This is an optimization exercise on Yosys and OpenROAD, whose aim is small area, a short achievable clock period and few clock cycles, not a production implementation. In this exercise RTL edits were held to simulation tests only and were not proved equivalent to the original. No activity file was given, so power comes from the tool's default toggle rates.

## flow/flow/run.sh

```bash
#!/bin/bash
# The standard layout, with plain buffers (not delay cells) on the ports.
# Each tool's full output stays in the ORFS logs under orfs/logs; make's own
# output goes to standard.log in this folder.
set -euo pipefail
bash standard.sh "BUFFER_PORTS_ARGS=-buffer_cell sky130_fd_sc_hd__buf_2" finish > standard.log 2>&1
```

## flow/standard.sh

```bash
#!/bin/bash
# synth_recipe.tcl (not shown) runs the flow's synth.tcl, then flattens the netlist and writes it again
# the make line also repeats each setting of config.mk as NAME=value (left out here)
make -C /OpenROAD-flow-scripts/flow DESIGN_CONFIG=/design/flow/config.mk WORK_HOME=/design/flow/orfs CLKGATE_MAP_FILE= SYNTH_SCRIPT=/design/flow/synth_recipe.tcl "${@:-finish}"
```

## flow/config.mk

```make
export PLATFORM = sky130hd
export DESIGN_NAME = rv_pipeline_top
export DESIGN_NICKNAME = rv_pipeline_top
export VERILOG_FILES = /design/flow/design.v
export SDC_FILE = /design/flow/constraint.sdc
export NUM_CORES = 4
export LEC_CHECK = 0
export CAP_MARGIN = 20
export CORE_MARGIN = 2
export CORE_UTILIZATION = 45
export CTS_BUF_LIST = sky130_fd_sc_hd__clkbuf_8 sky130_fd_sc_hd__clkbuf_16
export CTS_CLUSTER_DIAMETER = 75
export CTS_CLUSTER_SIZE = 22
export PLACE_DENSITY = 0.6
export SETUP_SLACK_MARGIN = 2.3
export SLEW_MARGIN = 20
export TNS_END_PERCENT = 10
```

## flow/constraint.sdc

```tcl
create_clock -name core_clock -period 7.0 [get_ports {clk_i}]
set_input_delay 1.4000 -clock core_clock [delete_from_list [all_inputs] [get_ports {clk_i}]]
set_output_delay 1.4000 -clock core_clock [all_outputs]
set_load 0.01 [all_outputs]
```

## flow/design.v

```verilog
`timescale 1ns/1ns
package rv_pkg;
    localparam int XLEN        = 32;        
    localparam int REG_ADDR_W  = 5;         
    localparam int NUM_REGS    = 32;        
    localparam int DMEM_ADDR_W = 10;        
    localparam int PC_W        = 10;        
    typedef logic [XLEN-1:0]       word_t;
    typedef logic [REG_ADDR_W-1:0] reg_addr_t;
    typedef logic [PC_W-1:0]       pc_t;
endpackage
`timescale 1ns/1ns
module fetch_stage (
    input  logic              clk_i,
    input  logic              reset,
    output rv_pkg::word_t     imem_addr_o,
    input  rv_pkg::word_t     imem_data_i,
    input  logic              kill_i,
    input  rv_pkg::pc_t       kill_pc_i,
    output rv_pkg::reg_addr_t ra_addr_o,
    output rv_pkg::reg_addr_t rb_addr_o,
    input  rv_pkg::word_t     ra_i,
    input  rv_pkg::word_t     rb_i,
    input  rv_pkg::word_t     x_value_i,
    output logic              halted_o,    
    output logic              x_valid_o,
    output rv_pkg::word_t     x_a_o,
    output rv_pkg::word_t     x_b_o,
    output rv_pkg::reg_addr_t x_rd_o,
    output logic              x_wr_o,      
    output logic              x_load_o,
    output logic              x_store_o,
    output logic              x_cbr_o,     
    output logic              x_pred_o,    
    output rv_pkg::pc_t       x_alt_o,     
    output logic              x_useimm_o,
    output logic              x_sub_o,
    output logic [2:0]        x_f3_o,      
    output logic [11:0]       x_imm_o
);
    rv_pkg::pc_t pc_q, pc_next, seq, target, off;
    logic [31:0] ins;
    logic        is_op, is_opimm, is_load, is_store, is_br;
    logic        same, pred, selfloop, wr;
    rv_pkg::reg_addr_t rs1, rs2, rd;
    assign ins = imem_data_i;
    assign imem_addr_o = {20'd0, pc_q, 2'b00};
    assign is_op    = (ins[6:4] == 3'b011);
    assign is_opimm = (ins[6:4] == 3'b001);
    assign is_load  = (ins[6:4] == 3'b000);
    assign is_store = (ins[6:4] == 3'b010);
    assign is_br    = (ins[6:4] == 3'b110);
    assign rs1 = ins[19:15];
    assign rs2 = ins[24:20];
    assign rd  = ins[11:7];
    assign same     = (rs1 == rs2);
    assign pred     = is_br && (same || ins[31]);
    assign off      = {ins[7], ins[30:25], ins[11:9]};    
    assign seq      = pc_q + 10'd1;
    assign target   = pc_q + off;
    assign selfloop = is_br && same && !ins[31] && !ins[7] &&
                      (ins[30:25] == '0) && (ins[11:8] == '0);
    assign wr       = (is_op || is_opimm || is_load) && (rd != '0);
    assign ra_addr_o = rs1;
    assign rb_addr_o = rs2;
    always_comb begin
        if (kill_i)    pc_next = kill_pc_i;
        else if (pred) pc_next = target;
        else           pc_next = seq;
    end
    always_ff @(posedge clk_i or posedge reset) begin
        if (reset) begin
            pc_q      <= '0;
            halted_o  <= 1'b0;
            x_valid_o <= 1'b0;
        end else begin
            pc_q      <= pc_next;
            halted_o  <= halted_o || (selfloop && !kill_i);
            x_valid_o <= !kill_i;
        end
    end
    always_ff @(posedge clk_i) begin
        x_a_o      <= (x_valid_o && x_wr_o && (x_rd_o == rs1)) ? x_value_i : ra_i;
        x_b_o      <= (x_valid_o && x_wr_o && (x_rd_o == rs2)) ? x_value_i : rb_i;
        x_rd_o     <= rd;
        x_wr_o     <= wr;
        x_load_o   <= is_load;
        x_store_o  <= is_store;
        x_cbr_o    <= is_br && !same;
        x_pred_o   <= pred;
        x_alt_o    <= pred ? seq : target;
        x_useimm_o <= !is_op;
        x_sub_o    <= is_op && (ins[30] || ins[13]);
        x_f3_o     <= is_op ? ins[14:12] : 3'b000;
        x_imm_o    <= is_store ? {ins[31:25], ins[11:7]} : ins[31:20];
    end
endmodule
`timescale 1ns/1ns
module register_file (
    input  logic              clk_i,
    input  logic              reset,
    input  rv_pkg::reg_addr_t ra_addr_i,
    input  rv_pkg::reg_addr_t rb_addr_i,
    output rv_pkg::word_t     ra_data_o,
    output rv_pkg::word_t     rb_data_o,
    input  logic              we_i,
    input  rv_pkg::reg_addr_t wa_i,
    input  rv_pkg::word_t     wd_i
);
    rv_pkg::word_t regs [1:rv_pkg::NUM_REGS-1];
    logic [rv_pkg::NUM_REGS-1:1] written;
    always_ff @(posedge clk_i or posedge reset) begin
        if (reset) begin
            written <= '0;
        end else if (we_i && (wa_i != '0)) begin
            written[wa_i] <= 1'b1;
        end
    end
    always_ff @(posedge clk_i) begin
        if (we_i && (wa_i != '0)) begin
            regs[wa_i] <= wd_i;
        end
    end
    rv_pkg::word_t ra_lo, ra_hi, rb_lo, rb_hi;
    always_comb begin
        ra_lo = '0;
        ra_hi = '0;
        rb_lo = '0;
        rb_hi = '0;
        for (int i = 1; i < 16; i++) begin
            ra_lo = ra_lo | (regs[i] & {32{written[i] && (ra_addr_i[3:0] == i[3:0])}});
            rb_lo = rb_lo | (regs[i] & {32{written[i] && (rb_addr_i[3:0] == i[3:0])}});
        end
        for (int i = 16; i < 32; i++) begin
            ra_hi = ra_hi | (regs[i] & {32{written[i] && (ra_addr_i[3:0] == i[3:0])}});
            rb_hi = rb_hi | (regs[i] & {32{written[i] && (rb_addr_i[3:0] == i[3:0])}});
        end
    end
    assign ra_data_o = ra_addr_i[4] ? ra_hi : ra_lo;
    assign rb_data_o = rb_addr_i[4] ? rb_hi : rb_lo;
endmodule
`timescale 1ns/1ns
`timescale 1ns/1ns
module execute_stage (
    input  logic              x_valid_i,
    input  logic              x_wr_i,
    input  logic              x_load_i,
    input  logic              x_store_i,
    input  logic              x_cbr_i,
    input  logic              x_pred_i,
    input  logic              x_useimm_i,
    input  logic              x_sub_i,
    input  logic [2:0]        x_f3_i,
    input  logic [11:0]       x_imm_i,
    input  rv_pkg::word_t     x_a_i,
    input  rv_pkg::word_t     x_b_i,
    output logic              kill_o,       
    output logic              we_o,
    output rv_pkg::word_t     value_o,
    output logic [rv_pkg::DMEM_ADDR_W-1:0] dmem_addr_o,
    output rv_pkg::word_t     dmem_wdata_o,
    output logic              dmem_we_o,
    input  rv_pkg::word_t     dmem_rdata_i
);
    rv_pkg::word_t a, b, opb, sum, result;
    logic [11:0]   addr;
    logic          slt;
    assign a   = x_a_i;
    assign b   = x_b_i;
    assign opb = x_useimm_i ? {{20{x_imm_i[11]}}, x_imm_i} : b;
    prefix_adder u_add (.a_i(a), .b_i(opb ^ {32{x_sub_i}}), .c_i(x_sub_i), .s_o(sum));
    assign slt = (a[31] != b[31]) ? a[31] : sum[31];
    always_comb begin
        case (x_f3_i)
            3'b111:  result = a & b;
            3'b110:  result = a | b;
            3'b010:  result = {31'd0, slt};
            default: result = sum;
        endcase
    end
    assign kill_o = x_valid_i && x_cbr_i && ((a == b) != x_pred_i);
    assign addr         = a[11:0] + x_imm_i;
    assign dmem_addr_o  = addr[rv_pkg::DMEM_ADDR_W+1:2];
    assign dmem_wdata_o = b;
    assign dmem_we_o    = x_valid_i && x_store_i;
    assign we_o    = x_valid_i && x_wr_i;
    assign value_o = x_load_i ? dmem_rdata_i : result;
endmodule
module prefix_adder (
    input  rv_pkg::word_t a_i,
    input  rv_pkg::word_t b_i,
    input  logic          c_i,
    output rv_pkg::word_t s_o
);
    logic [32:0] g [0:5];
    logic [32:0] p [0:5];
    always_comb begin
        g[0][0] = c_i;
        p[0][0] = 1'b0;
        for (int i = 0; i < 32; i++) begin
            g[0][i+1] = a_i[i] & b_i[i];
            p[0][i+1] = a_i[i] ^ b_i[i];
        end
        for (int l = 0; l < 5; l++) begin
            for (int i = 0; i < 33; i++) begin
                if (((i >> l) & 1) == 1) begin
                    g[l+1][i] = g[l][i] | (p[l][i] & g[l][((i >> l) << l) - 1]);
                    p[l+1][i] = p[l][i] & p[l][((i >> l) << l) - 1];
                end else begin
                    g[l+1][i] = g[l][i];
                    p[l+1][i] = p[l][i];
                end
            end
        end
        for (int i = 0; i < 32; i++) begin
            s_o[i] = p[0][i+1] ^ g[5][i];
        end
    end
endmodule
`timescale 1ns/1ns
`timescale 1ns/1ns
module rv_pipeline_top (
    input  logic                           clk_i,
    input  logic                           reset,
    output rv_pkg::word_t                  imem_addr_o,
    input  rv_pkg::word_t                  imem_data_i,
    output logic [rv_pkg::DMEM_ADDR_W-1:0] dmem_addr_o,
    output rv_pkg::word_t                  dmem_wdata_o,
    output logic                           dmem_we_o,
    input  rv_pkg::word_t                  dmem_rdata_i,
    input  rv_pkg::reg_addr_t              dbg_addr_i,
    output rv_pkg::word_t                  dbg_data_o
);
    logic              kill, halted;
    logic              x_valid, x_wr, x_load, x_store, x_cbr, x_pred;
    logic              x_useimm, x_sub;
    logic [2:0]        x_f3;
    logic [11:0]       x_imm;
    rv_pkg::reg_addr_t x_rd;
    rv_pkg::pc_t       x_alt;
    rv_pkg::word_t     x_a, x_b;
    logic              x_we;
    rv_pkg::word_t     x_value;
    rv_pkg::reg_addr_t ra_addr, rb_addr;
    rv_pkg::word_t     ra, rb;
    fetch_stage u_fetch (
        .clk_i       (clk_i),
        .reset       (reset),
        .imem_addr_o (imem_addr_o),
        .imem_data_i (imem_data_i),
        .kill_i      (kill),
        .kill_pc_i   (x_alt),
        .ra_addr_o   (ra_addr),
        .rb_addr_o   (rb_addr),
        .ra_i        (ra),
        .rb_i        (rb),
        .x_value_i   (x_value),
        .halted_o    (halted),
        .x_valid_o   (x_valid),
        .x_a_o       (x_a),
        .x_b_o       (x_b),
        .x_rd_o      (x_rd),
        .x_wr_o      (x_wr),
        .x_load_o    (x_load),
        .x_store_o   (x_store),
        .x_cbr_o     (x_cbr),
        .x_pred_o    (x_pred),
        .x_alt_o     (x_alt),
        .x_useimm_o  (x_useimm),
        .x_sub_o     (x_sub),
        .x_f3_o      (x_f3),
        .x_imm_o     (x_imm)
    );
    register_file u_regs (
        .clk_i     (clk_i),
        .reset     (reset),
        .ra_addr_i (halted ? dbg_addr_i : ra_addr),
        .rb_addr_i (rb_addr),
        .ra_data_o (ra),
        .rb_data_o (rb),
        .we_i      (x_we),
        .wa_i      (x_rd),
        .wd_i      (x_value)
    );
    assign dbg_data_o = ra;
    execute_stage u_execute (
        .x_valid_i    (x_valid),
        .x_wr_i       (x_wr),
        .x_load_i     (x_load),
        .x_store_i    (x_store),
        .x_cbr_i      (x_cbr),
        .x_pred_i     (x_pred),
        .x_useimm_i   (x_useimm),
        .x_sub_i      (x_sub),
        .x_f3_i       (x_f3),
        .x_imm_i      (x_imm),
        .x_a_i        (x_a),
        .x_b_i        (x_b),
        .kill_o       (kill),
        .we_o         (x_we),
        .value_o      (x_value),
        .dmem_addr_o  (dmem_addr_o),
        .dmem_wdata_o (dmem_wdata_o),
        .dmem_we_o    (dmem_we_o),
        .dmem_rdata_i (dmem_rdata_i)
    );
endmodule
```

==> results of run 1 <==
==> area by class of cell <==
cell class	instances	area (sq um)	area share
antenna	4	10.0	0.000162
clock buffer	69	1730	0.0279
clock inverter	37	340	0.00549
inverter	150	586	0.00945
multi-input combinational	2375	19100	0.309
sequential	1136	32900	0.531
tap	1512	1890	0.0305
timing repair buffer	554	5350	0.0864
timing repair inverter	5	32.5	0.000525
==> logic make-up (layout without fill, tap and decap cells) <==
kind of cell,count (synthesis),after routing
other cells,1,26
mux,75,75
compound gates,1340,1340
flops,1136,1136
xor+xnor,93,93
simple gates,713,713
fa+ha+maj,132,132
buf+inv,461,815
==> layout by cell type (no fill, tap or decap), types with 113 or more instances in the layout <==
master,instances
edfxtp_1,992
a22oi_1,548
buf_4,270
inv_1,155
buf_2,128
nand2_1,127
a222oi_1,127
ha_1,127
a221oi_1,126
a21oi_1,124
nand4_1,120
o21ai_0,113
==> registers in the layout (all words and copies together) (netlist names), 3 cells and up <==
| signal | cells |
|---|---|
| u_regs.regs | 992 |
| u_fetch.x_a_o | 32 |
| u_fetch.x_alt_o | 10 |
| u_fetch.x_rd_o | 5 |
| u_fetch.x_b_o | 32 |
| u_fetch.pc_q | 10 |
| u_regs.written | 31 |
| u_fetch.x_f3_o | 3 |
| u_fetch.x_imm_o | 12 |
==> path summary, 6_finish.rpt <==
check,start,to
min in group asynchronous,reset,u_fetch.pc_q[6]
max in group asynchronous,reset,u_fetch.halted_o
setup reg to reg,u_fetch.x_useimm_o,u_regs.regs[11][19]
hold / removal,u_fetch.x_alt_o[2],u_fetch.pc_q[2]
setup / recovery,imem_data_i[16],dbg_data_o[1]
hold reg to reg,u_fetch.x_alt_o[2],u_fetch.pc_q[2]
==> power by group through the flow <==
stage               logic, mW  registers [mW]  clock network, mW
floorplan                1.65            8.47                  0
global placement         2.97            8.53                  0
detailed placement       3.00            8.53                  0
CTS                      3.27            8.38               4.28
global route             3.60            8.41               4.51
finish                   3.44            8.39               4.27
==> worst register-to-register path: cells and delay by family, from the launching register on <==
kind	cells	cell delay [ps]
and+or+nand+nor	4	1250
xor gates and xnor gates	1	140
adders and majority gates	1	230
DFF	1	330
buffers and inverters	3	1040
AOI/OAI and AO/OA	5	1330
==> stage by stage <==
stage,hold WS [ps],std cells,area [sq um],power (mW),util
2_1_floorplan,410,3972,52300,10.1,-
3_3_place_gp,428,5540,56200,11.5,0.491
3_5_place_dp,429,5541,56200,11.5,0.491
4_1_cts,450,5831,61700,15.9,0.540
5_1_grt,459,5840,61900,16.5,0.542
6_report,445,5842,62000,16.1,0.542
==> metal layers <==
metal | track usage | up-vias
met1 | 0.481 | 20800
met4 | 0.256 | 10
met3 | 0.128 | 946
met2 | 0.522 | 4315
li1 | - | 16800
met5 | 0.00200 | -
==> timing repair <==
item,4_1_cts,5_1_grt
gates resized for setup,311,39
setup buffers,169,7
pin swaps,119,27
cloned,15,0
endpoints found under the setup margin,413,549
==> flow_summary.html, run 1 <==
<table>
<tr><th>Metric</th><th>Value</th></tr>
<tr><th colspan="2">Drt</th></tr>
<tr><td>Mean number of vias per cell</td><td>7.35</td></tr>
<tr><td>Metal3 WL</td><td>36600 um</td></tr>
<tr><td>Wire length on met1</td><td>between 70000 and 80000 um</td></tr>
<tr><td>Routed vias</td><td>about 43000</td></tr>
<tr><td>Total length of routed wires</td><td>around 220000 um</td></tr>
<tr><td>Uppermost layer routed</td><td>met5</td></tr>
<tr><td>Violation count after the first detailed-routing iteration</td><td>9475</td></tr>
<tr><td>Detailed-router iteration count before antenna repair</td><td>13</td></tr>
<tr><td>Met2 routed wirelength</td><td>between 90000 and 100000 um</td></tr>
<tr><td>Detail Route Antenna Nets</td><td>0</td></tr>
<tr><td>Mean routed wirelength per cell</td><td>38.5 um</td></tr>
<tr><td>Drc violations</td><td>0</td></tr>
<tr><th colspan="2">STA</th></tr>
<tr><td>Hold violation count in the final report</td><td>0</td></tr>
<tr><td>Final Skew</td><td>47.1 ps</td></tr>
<tr><td>Maximum clock frequency</td><td>0.194 GHz</td></tr>
<tr><td>Tightest slew margin relative to the limit</td><td>0.192</td></tr>
<tr><td>Final Slew Violations</td><td>0</td></tr>
<tr><td>Transition time at the pin with the least slew margin</td><td>between 1000 and 1500 ps</td></tr>
<tr><td>Setup_tns</td><td>0 ps</td></tr>
<tr><td>Share of the clock period used by the worst path</td><td>0.737</td></tr>
<tr><td>RSZ-0062 raised after global routing</td><td>yes</td></tr>
<tr><td>Final critical-path required period</td><td>~5200 ps</td></tr>
<tr><td>Worst Slack Setup Final</td><td>1840 ps</td></tr>
<tr><td># setup viols final</td><td>0</td></tr>
<tr><th colspan="2">CTS</th></tr>
<tr><td>TritonCTS clock tree</td><td>built</td></tr>
<tr><td>Clock-pin slew of the registers on the worst-case setup and hold paths</td><td>80 ps</td></tr>
<tr><td>Max Root-Sink Buffers</td><td>3</td></tr>
<tr><td>Hold buffer count at cts</td><td>0</td></tr>
<tr><td>Htree depth</td><td>3</td></tr>
<tr><td>Number of clock sinks seen by CTS</td><td>around 1100</td></tr>
<tr><td>Master cell of the clock root buffer</td><td>clkbuf_16</td></tr>
<tr><td>Total CTS buffers</td><td>67</td></tr>
<tr><td>Clock Latency Late Sink</td><td>700 ps</td></tr>
<tr><th colspan="2">Worst setup path</th></tr>
<tr><td>Family of cells with the greatest summed delay on the critical path</td><td>buffers and inverters</td></tr>
<tr><td>Chain of cells forming the critical path</td><td>buf_12 &gt; or3b_4 &gt; buf_12 &gt; buf_6 &gt; a221oi_4 &gt; buf_12 &gt; buf_6 &gt; buf_6 &gt; a22oi_2 &gt; nand4_1 &gt; nor3_4 &gt; a31oi_1 &gt; buf_4 &gt; buf_6</td></tr>
<tr><td>Max stage delay on crit path</td><td>roughly 420 ps</td></tr>
<tr><td>Startpoint kind of the worst setup timing path</td><td>primary input</td></tr>
<tr><td>Critical Path Most Common Cell</td><td>buf_6</td></tr>
<tr><td>Worst reg-to-reg path cell count</td><td>14</td></tr>
<tr><td>Kind of end point of the critical path</td><td>output pin</td></tr>
<tr><td>Number of buffer and inverter stages on the critical path</td><td>8</td></tr>
<tr><td>Required @ worst endpoint</td><td>~5600 ps</td></tr>
<tr><td>Minimum setup slack among reg-to-reg paths</td><td>between 2000 and 2500 ps</td></tr>
<tr><td>CP Class</td><td>primary input to output pin</td></tr>
<tr><td>Arrival @ worst endpoint</td><td>between 3000 and 4000 ps</td></tr>
<tr><td>Top fanout value on the critical path</td><td>6</td></tr>
<tr><td>Critical Path Slowest Stage Cell</td><td>or3b_4</td></tr>
<tr><td>Total stage count of the critical path</td><td>14</td></tr>
<tr><th colspan="2">Placed design</th></tr>
<tr><td>Buffers on Ports</td><td>between 150 and 200</td></tr>
<tr><td>Final weighted congestion in routability-driven placement</td><td>around 0.94</td></tr>
<tr><td>Worst setup timing slack at the placement stage</td><td>about 820 ps</td></tr>
<tr><td>Post-DP HPWL</td><td>about 130000 um</td></tr>
<tr><th colspan="2">Floorplan</th></tr>
<tr><td>Floorplan die area</td><td>approximately 120000 sq um</td></tr>
<tr><td>Height of the die</td><td>around 340 um</td></tr>
<tr><td>Floorplan Core Area</td><td>between 100000 and 150000 sq um</td></tr>
<tr><td>Width of the die</td><td>between 300 and 400 um</td></tr>
<tr><td>Count of standard-cell rows</td><td>between 100 and 150</td></tr>
<tr><td>Num ports</td><td>about 180</td></tr>
<tr><td>Effective utilization at floorplan</td><td>0.453</td></tr>
<tr><th colspan="2">Final layout</th></tr>
<tr><td>Area Overhead vs Synth</td><td>19.5%</td></tr>
<tr><td>Number of nets in the layout</td><td>about 4500</td></tr>
<tr><td>Fraction of final layout cells with drive strength greater than 1</td><td>0.213</td></tr>
<tr><td>Filler cell count in the final layout</td><td>around 9400</td></tr>
<tr><th colspan="2">Synthesis</th></tr>
<tr><td>Number of instances in the synthesized netlist</td><td>~4000</td></tr>
<tr><td>Distinct cell type count of the synthesized netlist</td><td>78</td></tr>
<tr><td>Part of the Yosys area used for sequential elements</td><td>0.634</td></tr>
<tr><td>Yosys warning total</td><td>6</td></tr>
<tr><td>Post-synth top area share</td><td>0.575</td></tr>
<tr><td>Dominant register cell in the synthesized netlist</td><td>edfxtp_1</td></tr>
<tr><td>Largest area contributor in the netlist</td><td>edfxtp_1</td></tr>
<tr><td>Async SR Flop Fraction</td><td>0.0379</td></tr>
<tr><td>Compound-cell area share of the yosys netlist</td><td>0.195</td></tr>
<tr><td>Number of synthesized register bits</td><td>roughly 1100</td></tr>
<tr><td>Commonest cells in the synthesized netlist</td><td>edfxtp_1 (992), a22oi_1 (560), clkbuf_1 (252)</td></tr>
<tr><td>Main area contributors after synthesis</td><td>edfxtp_1 (57%), a22oi_1 (8.1%), dfxtp_1 (3.9%), ha_1 (3.1%), a221oi_1 (2.7%)</td></tr>
<tr><td>Mean cell area of the mapped netlist</td><td>~13 sq um</td></tr>
<tr><td>Post-synthesis xor/xnor area fraction</td><td>0.0157</td></tr>
<tr><td>Simple-gate area share of the yosys netlist</td><td>0.0711</td></tr>
<tr><td>Leading cell type by number of instances after synthesis</td><td>edfxtp_1</td></tr>
<tr><td>Synth Cell Area</td><td>just over 50000 sq um</td></tr>
<tr><td>Number of enable flip-flop cells after synthesis</td><td>992</td></tr>
<tr><td>Dominant combinational cell family by area after synthesis</td><td>compound AO/OA/AOI/OAI gates</td></tr>
<tr><td>Post-synthesis share of cell area spent on full adders, half adders and majority gates</td><td>0.0326</td></tr>
<tr><td>Multiplexer area fraction after synthesis</td><td>0.0153</td></tr>
<tr><th colspan="2">Pwr</th></tr>
<tr><td>Cell Int Power</td><td>approximately 11 mW</td></tr>
<tr><td>Share of power burned in the clock network</td><td>0.265</td></tr>
<tr><td>P_leak</td><td>about 21 nW</td></tr>
<tr><td>IR drop worst, VDD</td><td>~0.16 mV</td></tr>
<tr><td>Combinational power share</td><td>0.214</td></tr>
<tr><td>Net load switching power</td><td>approximately 5 mW</td></tr>
<tr><td>Power density normalized to cell area</td><td>roughly 260 nW/um^2</td></tr>
<tr><td>Part of the power in registers</td><td>0.521</td></tr>
<tr><td>Sw Ratio</td><td>0.308</td></tr>
<tr><th colspan="2">Worst hold path</th></tr>
<tr><td>Worst hold-check path type</td><td>flop to flop</td></tr>
<tr><td>Worst hold path cell count</td><td>2</td></tr>
<tr><th colspan="2">Global route</th></tr>
<tr><td>Initial antenna violation count</td><td>11</td></tr>
<tr><td>All-Layer GR Usage</td><td>0.371</td></tr>
<tr><td>Pin count of the biggest net entering global routing</td><td>45</td></tr>
<tr><td>Global route total overflow</td><td>0</td></tr>
<tr><td>Global-route wire length before repair</td><td>approximately 310000 um</td></tr>
<tr><td>Number of global-route vias before repair</td><td>about 40000</td></tr>
<tr><th colspan="2">Run status</th></tr>
<tr><td>Status</td><td>finished clean</td></tr>
<tr><th colspan="2">Run</th></tr>
<tr><td>Max-Cap Viols</td><td>0</td></tr>
</table>
Testbench counts, summed over its fixed seeds: cycles 44,786.
==> inputs of run 2 (changes only) <==
--- a/flow/config.mk
+++ b/flow/config.mk
@@ -14,4 +14,4 @@
 export PLACE_DENSITY = 0.6
-export SETUP_SLACK_MARGIN = 2.3
+export SETUP_SLACK_MARGIN = 2.6
 export SLEW_MARGIN = 20
-export TNS_END_PERCENT = 10
+export TNS_END_PERCENT = 5
==> run 2 against run 1 <==
Against the previous run:
- routed wire length increased by 6.5%
- worst hold slack improved by 18 ps
- utilization increased by 1.7 points
- via count increased by 2.8%
- sequential share of layout area decreased by 1.6 points
- synthesized cell count unchanged
- critical endpoint is now dbg_data_o[15]
- first-iteration DRC count increased by 11%
- clock skew increased by 4.6 ps
- global-route usage increased by 1.9 points
- power increased by 1.6%
- die area unchanged
==> flow_summary.html, run 2 <==
<table>
<tr><th>Metric</th><th>Value</th></tr>
<tr><th colspan="2">Drt</th></tr>
<tr><td>Mean routed wirelength per cell</td><td>40.4 um</td></tr>
<tr><td>Detail Route Antenna Nets</td><td>0</td></tr>
<tr><td>Violation count after the first detailed-routing iteration</td><td>approximately 11000</td></tr>
<tr><td>Total length of routed wires</td><td>~240000 um</td></tr>
<tr><td>Routed vias</td><td>between 40000 and 50000</td></tr>
<tr><td>Detailed-router iteration count before antenna repair</td><td>12</td></tr>
<tr><td>Drc violations</td><td>0</td></tr>
<tr><td>Mean number of vias per cell</td><td>approximately 7.5</td></tr>
<tr><th colspan="2">Pwr</th></tr>
<tr><td>Net load switching power</td><td>5.13 mW</td></tr>
<tr><td>Power density normalized to cell area</td><td>256 nW/um^2</td></tr>
<tr><td>P_leak</td><td>22.1 nW</td></tr>
<tr><td>IR drop worst, VDD</td><td>slightly above 0.2 mV</td></tr>
<tr><td>Combinational power share</td><td>0.228</td></tr>
<tr><td>Share of power burned in the clock network</td><td>0.259</td></tr>
<tr><td>Sw Ratio</td><td>0.314</td></tr>
<tr><td>Cell Int Power</td><td>approximately 11 mW</td></tr>
<tr><td>Part of the power in registers</td><td>0.513</td></tr>
<tr><th colspan="2">Floorplan</th></tr>
<tr><td>Width of the die</td><td>~340 um</td></tr>
<tr><td>Height of the die</td><td>343 um</td></tr>
<tr><td>Floorplan Core Area</td><td>around 110000 sq um</td></tr>
<tr><td>Count of standard-cell rows</td><td>between 100 and 150</td></tr>
<tr><td>Floorplan die area</td><td>around 120000 sq um</td></tr>
<tr><td>Num ports</td><td>178</td></tr>
<tr><td>Effective utilization at floorplan</td><td>0.453</td></tr>
<tr><th colspan="2">STA</th></tr>
<tr><td>Final Slew Violations</td><td>0</td></tr>
<tr><td>RSZ-0062 raised after global routing</td><td>yes</td></tr>
<tr><td>Post-Route Hold Slack</td><td>around 460 ps</td></tr>
<tr><td>Worst Slack Setup Final</td><td>1790 ps</td></tr>
<tr><td># setup viols final</td><td>0</td></tr>
<tr><td>Final critical-path required period</td><td>between 5000 and 6000 ps</td></tr>
<tr><td>Tightest slew margin relative to the limit</td><td>0.205</td></tr>
<tr><td>Maximum clock frequency</td><td>between 0.15 and 0.2 GHz</td></tr>
<tr><td>Transition time at the pin with the least slew margin</td><td>around 1200 ps</td></tr>
<tr><td>Share of the clock period used by the worst path</td><td>0.744</td></tr>
<tr><td>Final Skew</td><td>just over 50 ps</td></tr>
<tr><td>Setup_tns</td><td>0 ps</td></tr>
<tr><td>Hold violation count in the final report</td><td>0</td></tr>
<tr><th colspan="2">Synthesis</th></tr>
<tr><td>Number of synthesized register bits</td><td>1136</td></tr>
<tr><td>Async SR Flop Fraction</td><td>0.0379</td></tr>
<tr><td>Largest area contributor in the netlist</td><td>edfxtp_1</td></tr>
<tr><td>Yosys warning total</td><td>6</td></tr>
<tr><td>Dominant register cell in the synthesized netlist</td><td>edfxtp_1</td></tr>
<tr><td>Part of the Yosys area used for sequential elements</td><td>0.634</td></tr>
<tr><td>Mean cell area of the mapped netlist</td><td>13.1 sq um</td></tr>
<tr><td>Synth Cell Area</td><td>51800 sq um</td></tr>
<tr><td>Number of enable flip-flop cells after synthesis</td><td>a little under 1000</td></tr>
<tr><td>Number of instances in the synthesized netlist</td><td>3951</td></tr>
<tr><td>Commonest cells in the synthesized netlist</td><td>edfxtp_1 (992), a22oi_1 (560), clkbuf_1 (252)</td></tr>
<tr><td>Leading cell type by number of instances after synthesis</td><td>edfxtp_1</td></tr>
<tr><td>Post-synth top area share</td><td>0.575</td></tr>
<tr><td>Main area contributors after synthesis</td><td>edfxtp_1 (57%), a22oi_1 (8.1%), dfxtp_1 (3.9%), ha_1 (3.1%), a221oi_1 (2.7%)</td></tr>
<tr><td>Distinct cell type count of the synthesized netlist</td><td>78</td></tr>
<tr><th colspan="2">Global route</th></tr>
<tr><td>Number of global-route vias before repair</td><td>between 40000 and 50000</td></tr>
<tr><td>Pin count of the biggest net entering global routing</td><td>53</td></tr>
<tr><td>Initial antenna violation count</td><td>12</td></tr>
<tr><td>All-Layer GR Usage</td><td>0.390</td></tr>
<tr><td>Global-route wire length before repair</td><td>approximately 320000 um</td></tr>
<tr><td>Global route total overflow</td><td>0</td></tr>
<tr><th colspan="2">Final layout</th></tr>
<tr><td>Register containing the most flip-flops in the final layout</td><td>u_regs.regs</td></tr>
<tr><td>Most common cell after layout, fill and taps aside</td><td>edfxtp_1</td></tr>
<tr><td>Area Overhead vs Synth</td><td>23.2%</td></tr>
<tr><td>Fraction of final layout cells with drive strength greater than 1</td><td>0.239</td></tr>
<tr><td>Fraction of the core area covered by cells at the end of the flow</td><td>0.559</td></tr>
<tr><td>Leading cell types in the layout, fill and taps excluded</td><td>edfxtp_1 (992), a22oi_1 (536), buf_4 (285)</td></tr>
<tr><td>Largest register FFs</td><td>between 900 and 1000</td></tr>
<tr><td>Final Cell Area</td><td>63900 sq um</td></tr>
<tr><td>Top flop regs</td><td>u_regs.regs x992, u_fetch.x_a_o x32, u_fetch.x_b_o x32</td></tr>
<tr><td>Number of nets in the layout</td><td>roughly 4600</td></tr>
<tr><th colspan="2">Worst setup path</th></tr>
<tr><td>Top fanout value on the critical path</td><td>7</td></tr>
<tr><td>Family of cells with the greatest summed delay on the critical path</td><td>buffers and inverters</td></tr>
<tr><td>Required @ worst endpoint</td><td>5600 ps</td></tr>
<tr><td>Critical Path Slowest Stage Cell</td><td>or3b_4</td></tr>
<tr><td>CP Class</td><td>primary input to output pin</td></tr>
<tr><td>Arrival @ worst endpoint</td><td>~3800 ps</td></tr>
<tr><td>Kind of end point of the critical path</td><td>output pin</td></tr>
<tr><td>Number of buffer and inverter stages on the critical path</td><td>7</td></tr>
<tr><td>Max stage delay on crit path</td><td>450 ps</td></tr>
<tr><td>Startpoint kind of the worst setup timing path</td><td>primary input</td></tr>
<tr><td>Chain of cells forming the critical path</td><td>buf_12 &gt; or3b_4 &gt; buf_12 &gt; a221oi_4 &gt; buf_6 &gt; buf_12 &gt; buf_4 &gt; a221oi_2 &gt; nand3_1 &gt; nor2_4 &gt; nor2_4 &gt; buf_6 &gt; buf_6</td></tr>
<tr><th colspan="2">Run</th></tr>
<tr><td>Max-Cap Viols</td><td>0</td></tr>
<tr><th colspan="2">CTS</th></tr>
<tr><td>Number of clock sinks seen by CTS</td><td>between 1000 and 1500</td></tr>
<tr><td>Clock-pin slew of the registers on the worst-case setup and hold paths</td><td>~90 ps</td></tr>
<tr><td>Htree depth</td><td>3</td></tr>
<tr><td>Hold buffer count at cts</td><td>0</td></tr>
<tr><td>Max Root-Sink Buffers</td><td>3</td></tr>
<tr><td>Total CTS buffers</td><td>67</td></tr>
<tr><td>TritonCTS clock tree</td><td>built</td></tr>
<tr><td>Clock Latency Late Sink</td><td>~710 ps</td></tr>
<tr><td>Master cell of the clock root buffer</td><td>clkbuf_16</td></tr>
<tr><th colspan="2">Run status</th></tr>
<tr><td>Status</td><td>finished clean</td></tr>
<tr><th colspan="2">Placed design</th></tr>
<tr><td>Post-DP Area</td><td>between 50000 and 60000 sq um</td></tr>
<tr><td>Post-DP HPWL</td><td>~130000 um</td></tr>
<tr><td>Buffers on Ports</td><td>151</td></tr>
<tr><td>Worst setup timing slack at the placement stage</td><td>834 ps</td></tr>
<tr><td>Final weighted congestion in routability-driven placement</td><td>0.939</td></tr>
<tr><th colspan="2">Worst hold path</th></tr>
<tr><td>Worst hold-check path type</td><td>flop to flop</td></tr>
</table>
run 2: changes by cell type in the layout (fill, tap and decap cells not counted), sizes merged:
cell,previous run,this run
buf,551,633
bufinv,2,1
clkbuf,70,76
clkinv,11,4
clkinvlp,14,12
diode,4,1
inv,165,167
o21ai,132,133
run 2: worst paths after layout:
kind | startpoint | endpoint | slack (ps) | depth (start not counted)
max | imem_data_i[18] | dbg_data_o[15] | 1790 | 13
min | u_fetch.x_alt_o[1] | u_fetch.pc_q[1] | 460 | 1
max reg2reg | u_fetch.x_useimm_o | u_regs.regs[10][22] | 2220 | 14
min reg2reg | u_fetch.x_alt_o[1] | u_fetch.pc_q[1] | 460 | 1
max in group asynchronous | reset | u_fetch.halted_o | 5580 | 2
min in group asynchronous | reset | u_fetch.pc_q[1] | 840 | 2
run 2: area by class of cell:
type	count	area, sq um
Clock buffer	69	1730
Inverter	150	587
Multi-Input combinational cell	2376	19400
Antenna cell	1	2.50
Timing Repair Buffer	642	7040
Sequential cell	1136	32900
Tap cell	1512	1890
Clock inverter	29	254
Timing Repair inverter	5	37.5
Fill cell	9048	50500
run 2: logic make-up after synthesis:
logic type | Yosys count | synth area share
AOI/OAI and AO/OA | 1340 | 0.195
xor gates and xnor gates | 93 | 0.0157
adders and majority gates | 132 | 0.0326
buffers and inverters | 461 | 0.0356
DFF | 1136 | 0.634
muxes | 75 | 0.0153
other | 1 | 0.0000723
and+or+nand+nor | 713 | 0.0711
run 2: metrics by stage:
step	power, mW	std cells
2_1_floorplan	10.2	3972
3_3_place_gp	11.5	5522
3_5_place_dp	11.6	5522
4_1_cts	16.0	5844
5_1_grt	16.7	5919
6_report	16.4	5920
run 2: per-layer routing:
layer,routed length [um],share of wire,global-route usage,vias up
li1,-,-,-,17000
met2,94800,0.40,0.533,4650
met3,42200,0.18,0.164,1059
met4,21700,0.091,0.283,22
met5,299,0.0012,0.00521,-
met1,80400,0.34,0.494,21400
run 2: power groups by stage:
stage	combinational [mW]	sequential (mW)	clock [mW]
floorplan	1.68	8.47	0
global placement	2.98	8.53	0
detailed placement	3.02	8.53	0
CTS	3.42	8.37	4.22
global route	3.84	8.41	4.45
finish	3.72	8.39	4.24
run 2: what timing repair did:
| item | in CTS | in global routing |
|---|---|---|
| cloned | 38 | 7 |
| buffers inserted | 186 | 68 |
| hold endpoints to repair | 0 | 0 |
| pin swaps | 137 | 100 |
| resized for setup | 355 | 118 |
| setup endpoints to repair | 879 | 670 |
==> inputs of run 3 (changes only) <==
--- a/flow/config.mk
+++ b/flow/config.mk
@@ -9,3 +9,3 @@
 export CORE_MARGIN = 2
-export CORE_UTILIZATION = 45
+export CORE_UTILIZATION = 40
 export CTS_BUF_LIST = sky130_fd_sc_hd__clkbuf_8 sky130_fd_sc_hd__clkbuf_16
@@ -13,5 +13,4 @@
 export CTS_CLUSTER_SIZE = 22
-export PLACE_DENSITY = 0.6
-export SETUP_SLACK_MARGIN = 2.6
+export PLACE_DENSITY = 0.55
+export SETUP_SLACK_MARGIN = 2.0
 export SLEW_MARGIN = 20
-export TNS_END_PERCENT = 5
==> run 3 against run 2 <==
Against the previous run:
- the layout now fails its checks (capacitance limit)
- final cell count up 3.3%
- clock-buffer cell count grew 1
- clock skew fell by 9.4 ps
- maximum frequency increased by 0.87%
- die area is 12% higher
- highest routed layer unchanged
- critical path depth fell by 1
- sequential power about the same
==> flow_summary.html, run 3 <==
<table>
<tr><th>Metric</th><th>Value</th></tr>
<tr><th colspan="2">Run status</th></tr>
<tr><td>Status</td><td>complete, but fails checks</td></tr>
<tr><td>Layout check failures</td><td>capacitance limit</td></tr>
<tr><th colspan="2">Final layout</th></tr>
<tr><td>Fraction of the core area covered by cells at the end of the flow</td><td>0.490</td></tr>
<tr><td>Fin cells</td><td>just over 6000</td></tr>
<tr><td>Filler cell count in the final layout</td><td>around 11000</td></tr>
<tr><td>Leading cell types in the layout, fill and taps excluded</td><td>edfxtp_1 (992), a22oi_1 (536), buf_4 (280)</td></tr>
<tr><td>Top flop regs</td><td>u_regs.regs x992, u_fetch.x_a_o x32, u_fetch.x_b_o x32</td></tr>
<tr><td>Register containing the most flip-flops in the final layout</td><td>u_regs.regs</td></tr>
<tr><td>Number of nets in the layout</td><td>between 4000 and 5000</td></tr>
<tr><td>Area Overhead vs Synth</td><td>21.9%</td></tr>
<tr><td>Largest register FFs</td><td>a little under 1000</td></tr>
<tr><td>Fraction of final layout cells with drive strength greater than 1</td><td>0.226</td></tr>
<tr><td>Most common cell after layout, fill and taps aside</td><td>edfxtp_1</td></tr>
<tr><th colspan="2">Worst setup path</th></tr>
<tr><td>Top fanout value on the critical path</td><td>8</td></tr>
<tr><td>Chain of cells forming the critical path</td><td>buf_12 &gt; or3b_4 &gt; buf_6 &gt; a221oi_4 &gt; buf_12 &gt; buf_6 &gt; a22oi_1 &gt; nand2_1 &gt; nor3_4 &gt; a31oi_1 &gt; buf_4 &gt; buf_6</td></tr>
<tr><td>Worst reg-to-reg path cell count</td><td>14</td></tr>
<tr><td>Startpoint kind of the worst setup timing path</td><td>primary input</td></tr>
<tr><td>Critical Path Slowest Stage Cell</td><td>or3b_4</td></tr>
<tr><td>Arrival @ worst endpoint</td><td>about 3800 ps</td></tr>
<tr><td>Required @ worst endpoint</td><td>roughly 5600 ps</td></tr>
<tr><td>CP Class</td><td>primary input to output pin</td></tr>
<tr><td>Kind of end point of the critical path</td><td>output pin</td></tr>
<tr><td>Critical Path Most Common Cell</td><td>buf_6</td></tr>
<tr><td>Max stage delay on crit path</td><td>between 500 and 600 ps</td></tr>
<tr><th colspan="2">Pwr</th></tr>
<tr><td>Final total power</td><td>about 16 mW</td></tr>
<tr><td>Cell Int Power</td><td>about 11 mW</td></tr>
<tr><td>IR drop worst, VDD</td><td>between 0.15 and 0.2 mV</td></tr>
<tr><td>Power density normalized to cell area</td><td>around 260 nW/um^2</td></tr>
<tr><td>P_leak</td><td>roughly 22 nW</td></tr>
<tr><td>Combinational power share</td><td>0.223</td></tr>
<tr><td>Share of power burned in the clock network</td><td>0.259</td></tr>
<tr><td>Sw Ratio</td><td>0.313</td></tr>
<tr><td>Part of the power in registers</td><td>0.518</td></tr>
<tr><td>Net load switching power</td><td>roughly 5 mW</td></tr>
<tr><th colspan="2">Drt</th></tr>
<tr><td>Violation count after the first detailed-routing iteration</td><td>9839</td></tr>
<tr><td>Detail Route Antenna Nets</td><td>0</td></tr>
<tr><td>Total length of routed wires</td><td>between 200000 and 250000 um</td></tr>
<tr><td>Mean number of vias per cell</td><td>7.10</td></tr>
<tr><td>Detailed-router iteration count before antenna repair</td><td>14</td></tr>
<tr><td>Routed vias</td><td>between 40000 and 50000</td></tr>
<tr><td>Drc violations</td><td>0</td></tr>
<tr><td>Mean routed wirelength per cell</td><td>just under 40 um</td></tr>
<tr><th colspan="2">STA</th></tr>
<tr><td>Final Slew Violations</td><td>0</td></tr>
<tr><td>Transition time at the pin with the least slew margin</td><td>between 1000 and 1500 ps</td></tr>
<tr><td>Setup_tns</td><td>0 ps</td></tr>
<tr><td>Worst Slack Setup Final</td><td>~1800 ps</td></tr>
<tr><td>Share of the clock period used by the worst path</td><td>0.737</td></tr>
<tr><td>Tightest slew margin relative to the limit</td><td>0.00311</td></tr>
<tr><td># setup viols final</td><td>0</td></tr>
<tr><td>Final Skew</td><td>42.3 ps</td></tr>
<tr><td>Final critical-path required period</td><td>about 5200 ps</td></tr>
<tr><td>Hold violation count in the final report</td><td>0</td></tr>
<tr><td>Maximum clock frequency</td><td>approximately 0.19 GHz</td></tr>
<tr><td>RSZ-0062 raised after global routing</td><td>yes</td></tr>
<tr><th colspan="2">Placed design</th></tr>
<tr><td>Buffers on Ports</td><td>between 150 and 200</td></tr>
<tr><td>Post-DP HPWL</td><td>about 140000 um</td></tr>
<tr><td>Final weighted congestion in routability-driven placement</td><td>0.921</td></tr>
<tr><td>Worst setup timing slack at the placement stage</td><td>about 870 ps</td></tr>
<tr><td>Instance count after placement with tap cells included</td><td>approximately 5800</td></tr>
<tr><th colspan="2">Floorplan</th></tr>
<tr><td>Effective utilization at floorplan</td><td>0.402</td></tr>
<tr><td>Count of standard-cell rows</td><td>about 130</td></tr>
<tr><td>Floorplan die area</td><td>133000 sq um</td></tr>
<tr><td>Num ports</td><td>around 180</td></tr>
<tr><td>Floorplan Core Area</td><td>~130000 sq um</td></tr>
<tr><td>Height of the die</td><td>364 um</td></tr>
<tr><td>Width of the die</td><td>~360 um</td></tr>
<tr><th colspan="2">Global route</th></tr>
<tr><td>Number of global-route vias before repair</td><td>just over 40000</td></tr>
<tr><td>All-Layer GR Usage</td><td>0.352</td></tr>
<tr><td>Global-route wire length before repair</td><td>323000 um</td></tr>
<tr><td>Initial antenna violation count</td><td>6</td></tr>
<tr><td>Global route total overflow</td><td>0</td></tr>
<tr><td>Pin count of the biggest net entering global routing</td><td>53</td></tr>
<tr><th colspan="2">CTS</th></tr>
<tr><td>Max Root-Sink Buffers</td><td>3</td></tr>
<tr><td>TritonCTS clock tree</td><td>built</td></tr>
<tr><td>Htree depth</td><td>3</td></tr>
<tr><td>Number of clock sinks seen by CTS</td><td>around 1100</td></tr>
<tr><td>Clock-pin slew of the registers on the worst-case setup and hold paths</td><td>80 ps</td></tr>
<tr><td>Clock Latency Late Sink</td><td>~720 ps</td></tr>
<tr><td>Master cell of the clock root buffer</td><td>clkbuf_16</td></tr>
<tr><td>Total CTS buffers</td><td>between 60 and 70</td></tr>
<tr><th colspan="2">Synthesis</th></tr>
<tr><td>Number of enable flip-flop cells after synthesis</td><td>between 900 and 1000</td></tr>
<tr><td>Mean cell area of the mapped netlist</td><td>around 13 sq um</td></tr>
<tr><td>Distinct cell type count of the synthesized netlist</td><td>78</td></tr>
<tr><td>Async SR Flop Fraction</td><td>0.0379</td></tr>
<tr><td>Part of the Yosys area used for sequential elements</td><td>0.634</td></tr>
<tr><td>Synth Cell Area</td><td>approximately 52000 sq um</td></tr>
<tr><td>Number of synthesized register bits</td><td>between 1000 and 1500</td></tr>
<tr><td>Main area contributors after synthesis</td><td>edfxtp_1 (57%), a22oi_1 (8.1%), dfxtp_1 (3.9%), ha_1 (3.1%), a221oi_1 (2.7%)</td></tr>
<tr><td>Dominant register cell in the synthesized netlist</td><td>edfxtp_1</td></tr>
<tr><td>Number of instances in the synthesized netlist</td><td>3951</td></tr>
<tr><td>Largest area contributor in the netlist</td><td>edfxtp_1</td></tr>
<tr><td>Post-synth top area share</td><td>0.575</td></tr>
<tr><td>Leading cell type by number of instances after synthesis</td><td>edfxtp_1</td></tr>
<tr><td>Commonest cells in the synthesized netlist</td><td>edfxtp_1 (992), a22oi_1 (560), clkbuf_1 (252)</td></tr>
<tr><td>Yosys warning total</td><td>6</td></tr>
<tr><th colspan="2">Run</th></tr>
<tr><td>Max-Cap Viols</td><td>1</td></tr>
<tr><th colspan="2">Worst hold path</th></tr>
<tr><td>Worst hold path cell count</td><td>2</td></tr>
<tr><td>Worst hold-check path type</td><td>flop to flop</td></tr>
</table>
## run 3: cell types whose count changed in the layout (fill, tap and decap cells not counted), moves of 4 or more
cell       previous run  this run
a21oi_1             122       126
buf_4               285       280
buf_12               93        73
a221oi_1            114       121
buf_16               39        32
a2111oi_2             1         7
a221oi_2             16        10
a21oi_2               7         3
a2111oi_4            17        11
nor2_4               61        57
buf_6                87        74
## run 3: metrics by stage
step / instance area, sq um / hold slack [ps]
6_report: 63200 / 456
5_1_grt: 63200 / 483
4_1_cts: 61500 / 459
3_5_place_dp: 56500 / 435
3_3_place_gp: 56500 / 435
2_1_floorplan: 51900 / 410
## run 3: path summary, 6_finish.rpt
| path | start | end | slack, ps |
|---|---|---|---|
| max | imem_data_i[18] | dbg_data_o[10] | 1840 |
| min | u_fetch.x_alt_o[2] | u_fetch.pc_q[2] | 460 |
| max reg2reg | u_fetch.x_useimm_o | u_regs.regs[8][30] | 2110 |
| min reg2reg | u_fetch.x_alt_o[2] | u_fetch.pc_q[2] | 460 |
| max in group asynchronous | reset | u_fetch.halted_o | 5660 |
| min in group asynchronous | reset | u_fetch.pc_q[3] | 850 |
## run 3: metal layers
layer  vias up  GRT usage  part of all wire
met5         -   0.000726           0.00098
met4         8      0.248             0.085
met3       969      0.115              0.16
met2      4339      0.498              0.41
met1     21200      0.454              0.35
li1      16900          -                 -
## run 3: cells by family (layout without fill, tap and decap cells)
| kind of cell | count (synthesis) | in the layout | share of synthesized area |
|---|---|---|---|
| xor gates and xnor gates | 93 | 93 | 0.0157 |
| DFF | 1136 | 1136 | 0.634 |
| muxes | 75 | 75 | 0.0153 |
| and+or+nand+nor | 713 | 713 | 0.0711 |
| adders and majority gates | 132 | 132 | 0.0326 |
| buffers and inverters | 461 | 859 | 0.0356 |
| AOI/OAI and AO/OA | 1340 | 1341 | 0.195 |
| other | 1 | 26 | 0.0000723 |
## run 3: critical path: cells and delay by family
family | cells | cell delay, ps
simple gates | 3 | 710
buf+inv | 6 | 970
compound gates | 3 | 640
## run 3: power by group through the flow
stage | registers, mW | clock network [mW] | logic, mW
floorplan | 8.47 | 0 | 1.62
global placement | 8.53 | 0 | 3.04
detailed placement | 8.53 | 0 | 3.06
CTS | 8.37 | 4.19 | 3.32
global route | 8.41 | 4.40 | 3.75
finish | 8.38 | 4.19 | 3.60
## run 3: area by class of cell
class                   count  area, sq um  area share
multi-input cells        2376        19200       0.303
diodes                      4         10.0    0.000158
clock inverters            29          210     0.00333
clock buffers              70         1740      0.0275
repair inverters            6         37.5    0.000594
flip-flops and latches   1136        32900       0.521
well taps                1742         2180      0.0345
repair buffers            604         6360       0.101
inverters                 150          586     0.00927
## run 3: repair_timing
| item | in CTS | in global routing |
|---|---|---|
| setup buffers | 130 | 72 |
| endpoints found under the setup margin | 376 | 376 |
| pin swaps | 78 | 96 |
| gates resized for setup | 229 | 156 |
| hold buffers | 0 | 0 |
| cloned | 28 | 13 |
==> inputs of run 4 (changes only) <==
--- a/flow/config.mk
+++ b/flow/config.mk
@@ -9,3 +9,3 @@
 export CORE_MARGIN = 2
-export CORE_UTILIZATION = 40
+export CORE_UTILIZATION = 48
 export CTS_BUF_LIST = sky130_fd_sc_hd__clkbuf_8 sky130_fd_sc_hd__clkbuf_16
@@ -13,4 +13,5 @@
 export CTS_CLUSTER_SIZE = 22
-export PLACE_DENSITY = 0.55
-export SETUP_SLACK_MARGIN = 2.0
+export PLACE_DENSITY = 0.63
+export SETUP_SLACK_MARGIN = 2.3
 export SLEW_MARGIN = 20
+export TNS_END_PERCENT = 10
==> run 4 against run 3 <==
Against the previous run:
- maximum frequency fell by 0.90%
- sequential power barely moved
- power grew 0.99%
- clock power up 2%
- die area down 16%
- critical path type unchanged
- routed wire length fell by 3.3%
- clock skew down 6.4 ps
- worst hold slack worse by 8.4 ps
- now clean on timing, DRC and antenna
- register-to-register slack got worse by 70 ps
- utilization up 9.9 points
- setup slack worse by 47 ps
==> flow_summary.html, run 4 <==
<table>
<tr><th>Metric</th><th>Value</th></tr>
<tr><th colspan="2">Floorplan</th></tr>
<tr><td>Floorplan Core Area</td><td>107000 sq um</td></tr>
<tr><td>Width of the die</td><td>333 um</td></tr>
<tr><td>Effective utilization at floorplan</td><td>0.484</td></tr>
<tr><td>Count of standard-cell rows</td><td>120</td></tr>
<tr><td>Height of the die</td><td>333 um</td></tr>
<tr><td>Num ports</td><td>about 180</td></tr>
<tr><td>Floorplan die area</td><td>around 110000 sq um</td></tr>
<tr><th colspan="2">Worst setup path</th></tr>
<tr><td>Reg-to-reg critical path startpoint</td><td>u_fetch.x_sub_o</td></tr>
<tr><td>Top fanout value on the critical path</td><td>32</td></tr>
<tr><td>Arrival @ worst endpoint</td><td>between 3000 and 4000 ps</td></tr>
<tr><td>Startpoint kind of the worst setup timing path</td><td>primary input</td></tr>
<tr><td>Required @ worst endpoint</td><td>approximately 5600 ps</td></tr>
<tr><td>Crit path from</td><td>dbg_addr_i[2]</td></tr>
<tr><td>Worst reg-to-reg path cell count</td><td>10</td></tr>
<tr><td>CP Class</td><td>primary input to output pin</td></tr>
<tr><td>Kind of end point of the critical path</td><td>output pin</td></tr>
<tr><th colspan="2">Global route</th></tr>
<tr><td>Global routing usage on met1</td><td>0.516</td></tr>
<tr><td>All-Layer GR Usage</td><td>0.411</td></tr>
<tr><td>Global-route wire length before repair</td><td>around 320000 um</td></tr>
<tr><td>Pin count of the biggest net entering global routing</td><td>53</td></tr>
<tr><td>Met2 capacity usage during global routing</td><td>0.553</td></tr>
<tr><td>Number of global-route vias before repair</td><td>40500</td></tr>
<tr><td>Global route total overflow</td><td>0</td></tr>
<tr><td>Initial antenna violation count</td><td>17</td></tr>
<tr><td>Grt met3 use</td><td>0.192</td></tr>
<tr><td>Busiest metal layer after global routing</td><td>met2</td></tr>
<tr><th colspan="2">Worst hold path</th></tr>
<tr><td>Startpoint of the most critical hold path</td><td>u_fetch.x_alt_o[2]</td></tr>
<tr><td>Worst hold path cell count</td><td>2</td></tr>
<tr><td>Worst hold-check path type</td><td>flop to flop</td></tr>
<tr><th colspan="2">CTS</th></tr>
<tr><td>TritonCTS clock tree</td><td>built</td></tr>
<tr><td>Clock-pin slew of the registers on the worst-case setup and hold paths</td><td>roughly 90 ps</td></tr>
<tr><td>Total CTS buffers</td><td>between 60 and 70</td></tr>
<tr><td>Number of clock sinks seen by CTS</td><td>1136</td></tr>
<tr><td>Max Root-Sink Buffers</td><td>3</td></tr>
<tr><td>Clock Latency Late Sink</td><td>690 ps</td></tr>
<tr><td>Htree depth</td><td>3</td></tr>
<tr><td>Master cell of the clock root buffer</td><td>clkbuf_16</td></tr>
<tr><th colspan="2">Drt</th></tr>
<tr><td>Violation count after the first detailed-routing iteration</td><td>11000</td></tr>
<tr><td>Mean routed wirelength per cell</td><td>40.6 um</td></tr>
<tr><td>Mean number of vias per cell</td><td>roughly 7.6</td></tr>
<tr><td>Routed vias</td><td>approximately 44000</td></tr>
<tr><td>Total length of routed wires</td><td>between 200000 and 250000 um</td></tr>
<tr><td>Drc violations</td><td>0</td></tr>
<tr><td>Detail Route Antenna Nets</td><td>0</td></tr>
<tr><td>Detailed-router iteration count before antenna repair</td><td>14</td></tr>
<tr><th colspan="2">Pwr</th></tr>
<tr><td>Sw Ratio</td><td>0.310</td></tr>
<tr><td>P_leak</td><td>21.7 nW</td></tr>
<tr><td>Net load switching power</td><td>5.06 mW</td></tr>
<tr><td>Share of power burned in the clock network</td><td>0.263</td></tr>
<tr><td>Power density normalized to cell area</td><td>around 260 nW/um^2</td></tr>
<tr><td>Cell Int Power</td><td>~11 mW</td></tr>
<tr><td>IR drop worst, VDD</td><td>0.166 mV</td></tr>
<tr><td>Part of the power in registers</td><td>0.514</td></tr>
<tr><td>Final total power</td><td>16.3 mW</td></tr>
<tr><td>Combinational power share</td><td>0.224</td></tr>
<tr><th colspan="2">STA</th></tr>
<tr><td>Transition time at the pin with the least slew margin</td><td>roughly 1300 ps</td></tr>
<tr><td># setup viols final</td><td>0</td></tr>
<tr><td>RSZ-0062 raised after global routing</td><td>yes</td></tr>
<tr><td>Final Skew</td><td>35.9 ps</td></tr>
<tr><td>Maximum clock frequency</td><td>0.192 GHz</td></tr>
<tr><td>Share of the clock period used by the worst path</td><td>0.744</td></tr>
<tr><td>Hold violation count in the final report</td><td>0</td></tr>
<tr><td>Final critical-path required period</td><td>approximately 5200 ps</td></tr>
<tr><td>Final Slew Violations</td><td>0</td></tr>
<tr><td>Setup_tns</td><td>0 ps</td></tr>
<tr><td>Tightest slew margin relative to the limit</td><td>0.106</td></tr>
<tr><th colspan="2">Run</th></tr>
<tr><td>Max-Cap Viols</td><td>0</td></tr>
<tr><th colspan="2">Synthesis</th></tr>
<tr><td>Dominant register cell in the synthesized netlist</td><td>edfxtp_1</td></tr>
<tr><td>Simple-gate area share of the yosys netlist</td><td>0.0711</td></tr>
<tr><td>Dominant combinational cell family by area after synthesis</td><td>compound AO/OA/AOI/OAI gates</td></tr>
<tr><td>Commonest cells in the synthesized netlist</td><td>edfxtp_1 (992), a22oi_1 (560), clkbuf_1 (252)</td></tr>
<tr><td>Post-synthesis xor/xnor area fraction</td><td>0.0157</td></tr>
<tr><td>Yosys warning total</td><td>6</td></tr>
<tr><td>Compound-cell area share of the yosys netlist</td><td>0.195</td></tr>
<tr><td>Distinct cell type count of the synthesized netlist</td><td>between 70 and 80</td></tr>
<tr><td>Leading cell type by number of instances after synthesis</td><td>edfxtp_1</td></tr>
<tr><td>Part of the Yosys area used for sequential elements</td><td>0.634</td></tr>
<tr><td>Main area contributors after synthesis</td><td>edfxtp_1 (57%), a22oi_1 (8.1%), dfxtp_1 (3.9%), ha_1 (3.1%), a221oi_1 (2.7%)</td></tr>
<tr><td>Multiplexer area fraction after synthesis</td><td>0.0153</td></tr>
<tr><td>Number of enable flip-flop cells after synthesis</td><td>992</td></tr>
<tr><td>Number of instances in the synthesized netlist</td><td>about 4000</td></tr>
<tr><td>Post-synth top area share</td><td>0.575</td></tr>
<tr><td>Largest area contributor in the netlist</td><td>edfxtp_1</td></tr>
<tr><td>Post-synthesis share of cell area spent on full adders, half adders and majority gates</td><td>0.0326</td></tr>
<tr><td>Async SR Flop Fraction</td><td>0.0379</td></tr>
<tr><td>Number of synthesized register bits</td><td>about 1100</td></tr>
<tr><td>Mean cell area of the mapped netlist</td><td>about 13 sq um</td></tr>
<tr><td>Synth Cell Area</td><td>approximately 52000 sq um</td></tr>
<tr><th colspan="2">Final layout</th></tr>
<tr><td>Area Overhead vs Synth</td><td>21.6%</td></tr>
<tr><td>Most common cell after layout, fill and taps aside</td><td>edfxtp_1</td></tr>
<tr><td>Number of nets in the layout</td><td>about 4500</td></tr>
<tr><td>Register containing the most flip-flops in the final layout</td><td>u_regs.regs</td></tr>
<tr><td>Filler cell count in the final layout</td><td>8222</td></tr>
<tr><td>Top flop regs</td><td>u_regs.regs x992, u_fetch.x_a_o x32, u_fetch.x_b_o x32</td></tr>
<tr><td>Largest register FFs</td><td>992</td></tr>
<tr><td>Final Cell Area</td><td>~63000 sq um</td></tr>
<tr><td>Fin cells</td><td>~5800</td></tr>
<tr><td>Fraction of final layout cells with drive strength greater than 1</td><td>0.226</td></tr>
<tr><td>Leading cell types in the layout, fill and taps excluded</td><td>edfxtp_1 (992), a22oi_1 (534), buf_4 (273)</td></tr>
<tr><td>Fraction of the core area covered by cells at the end of the flow</td><td>0.589</td></tr>
<tr><th colspan="2">Placed design</th></tr>
<tr><td>Post-DP Area</td><td>~56000 sq um</td></tr>
<tr><td>Post-DP HPWL</td><td>125000 um</td></tr>
<tr><td>Instance count after placement with tap cells included</td><td>~5400</td></tr>
<tr><td>Buffers on Ports</td><td>151</td></tr>
<tr><td>Final weighted congestion in routability-driven placement</td><td>0.948</td></tr>
<tr><th colspan="2">Run status</th></tr>
<tr><td>Status</td><td>finished clean</td></tr>
</table>
run 4: per-stage QoR:
step                setup WS, ps  hold WS [ps]
finish                      1790           447
detailed placement           798           431
CTS                         1960           451
floorplan                   2230           410
global route                1810           482
global placement             875           426
run 4: what timing repair did:
action,in CTS,in global routing
pin swaps,159,27
setup endpoints to repair,449,618
hold buffers,0,0
resized for setup,332,39
cloned,47,2
setup buffers,172,51
run 4: cell type report:
class                   instances  area [sq um]  share of cell area
diodes                         10          25.0            0.000397
repair buffers                594          6490               0.103
multi-input cells            2375         19200               0.304
inverters                     150           593             0.00941
clock buffers                  71          1780              0.0282
well taps                    1403          1760              0.0279
flip-flops and latches       1136         32900               0.522
clock inverters                30           275             0.00437
repair inverters                6          45.0            0.000715
run 4: cell families after synthesis:
kind of cell | Yosys count
fa+ha+maj | 132
simple gates | 713
xor+xnor | 93
buf+inv | 461
other cells | 1
mux | 75
compound gates | 1340
flops | 1136
run 4: layer usage:
metal | routed length, um | vias to the layer above
li1 | - | 16900
met1 | 76900 | 21200
met2 | 92200 | 4892
met3 | 44200 | 1130
met4 | 20900 | 22
met5 | 306 | -
run 4: critical path: stages:
cell and delay, ps:
buf_2 130, nand3b_1 250, buf_6 210, a221oi_4 80, buf_12 190, a22oi_2 240
nand4_1 170, nor3_4 660, a31oi_2 70, buf_6 180, buf_6 120
run 4: power groups by stage:
stage,Combinational [mW],Clock (mW),Sequential [mW]
5_1_grt,3.77,4.50,8.41
6_report,3.65,4.29,8.39
4_1_cts,3.38,4.26,8.37
3_5_place_dp,2.99,0,8.53
3_3_place_gp,2.95,0,8.52
2_1_floorplan,1.65,0,8.47
run 4: path summary, 6_finish.rpt:
path | to | slack (ps)
max | dbg_data_o[10] | 1790
min | u_fetch.pc_q[2] | 450
max reg2reg | u_regs.regs[14][4] | 2040
min reg2reg | u_fetch.pc_q[2] | 450
max in group asynchronous | u_regs.written[29] | 5630
min in group asynchronous | u_fetch.pc_q[3] | 900

[static timing again, ports no longer ideal]
In the flow no input, the clock included, has a driving cell. The finished layouts below were timed again as built, in two steps. Step 1: set_driving_cell puts a clkbuf_16 on clk_i and a buf_2 on each other input, an assumption about the parent block. Step 2 moves the port delays by t, midway between the first and last clock arrival at a register: inputs arrive t later, outputs are due t later. That takes back most of the time a late clock gives input paths. Slacks: no drivers / after step 1 / after step 2; pairs: no drivers / after step 1.
run | shift t [ns] | setup WS [ns] | worst setup path at the end | worst data-port slew with drivers (ns)
run 1 | 0.744 | 1.842 / 1.785 / 1.552 | input to register | 0.07
run 2 | 0.762 | 1.794 / 1.731 / 1.399 | input to register | 0.09
run 3 | 0.783 | 1.838 / 1.789 / 1.789 | input to output | 0.11
run 4 | 0.743 | 1.792 / 1.724 / 1.559 | input to register | 0.09
For run 2, which loses most, drivers alone change the setup slack by -0.063 ns; drivers and shift together by -0.395 ns.
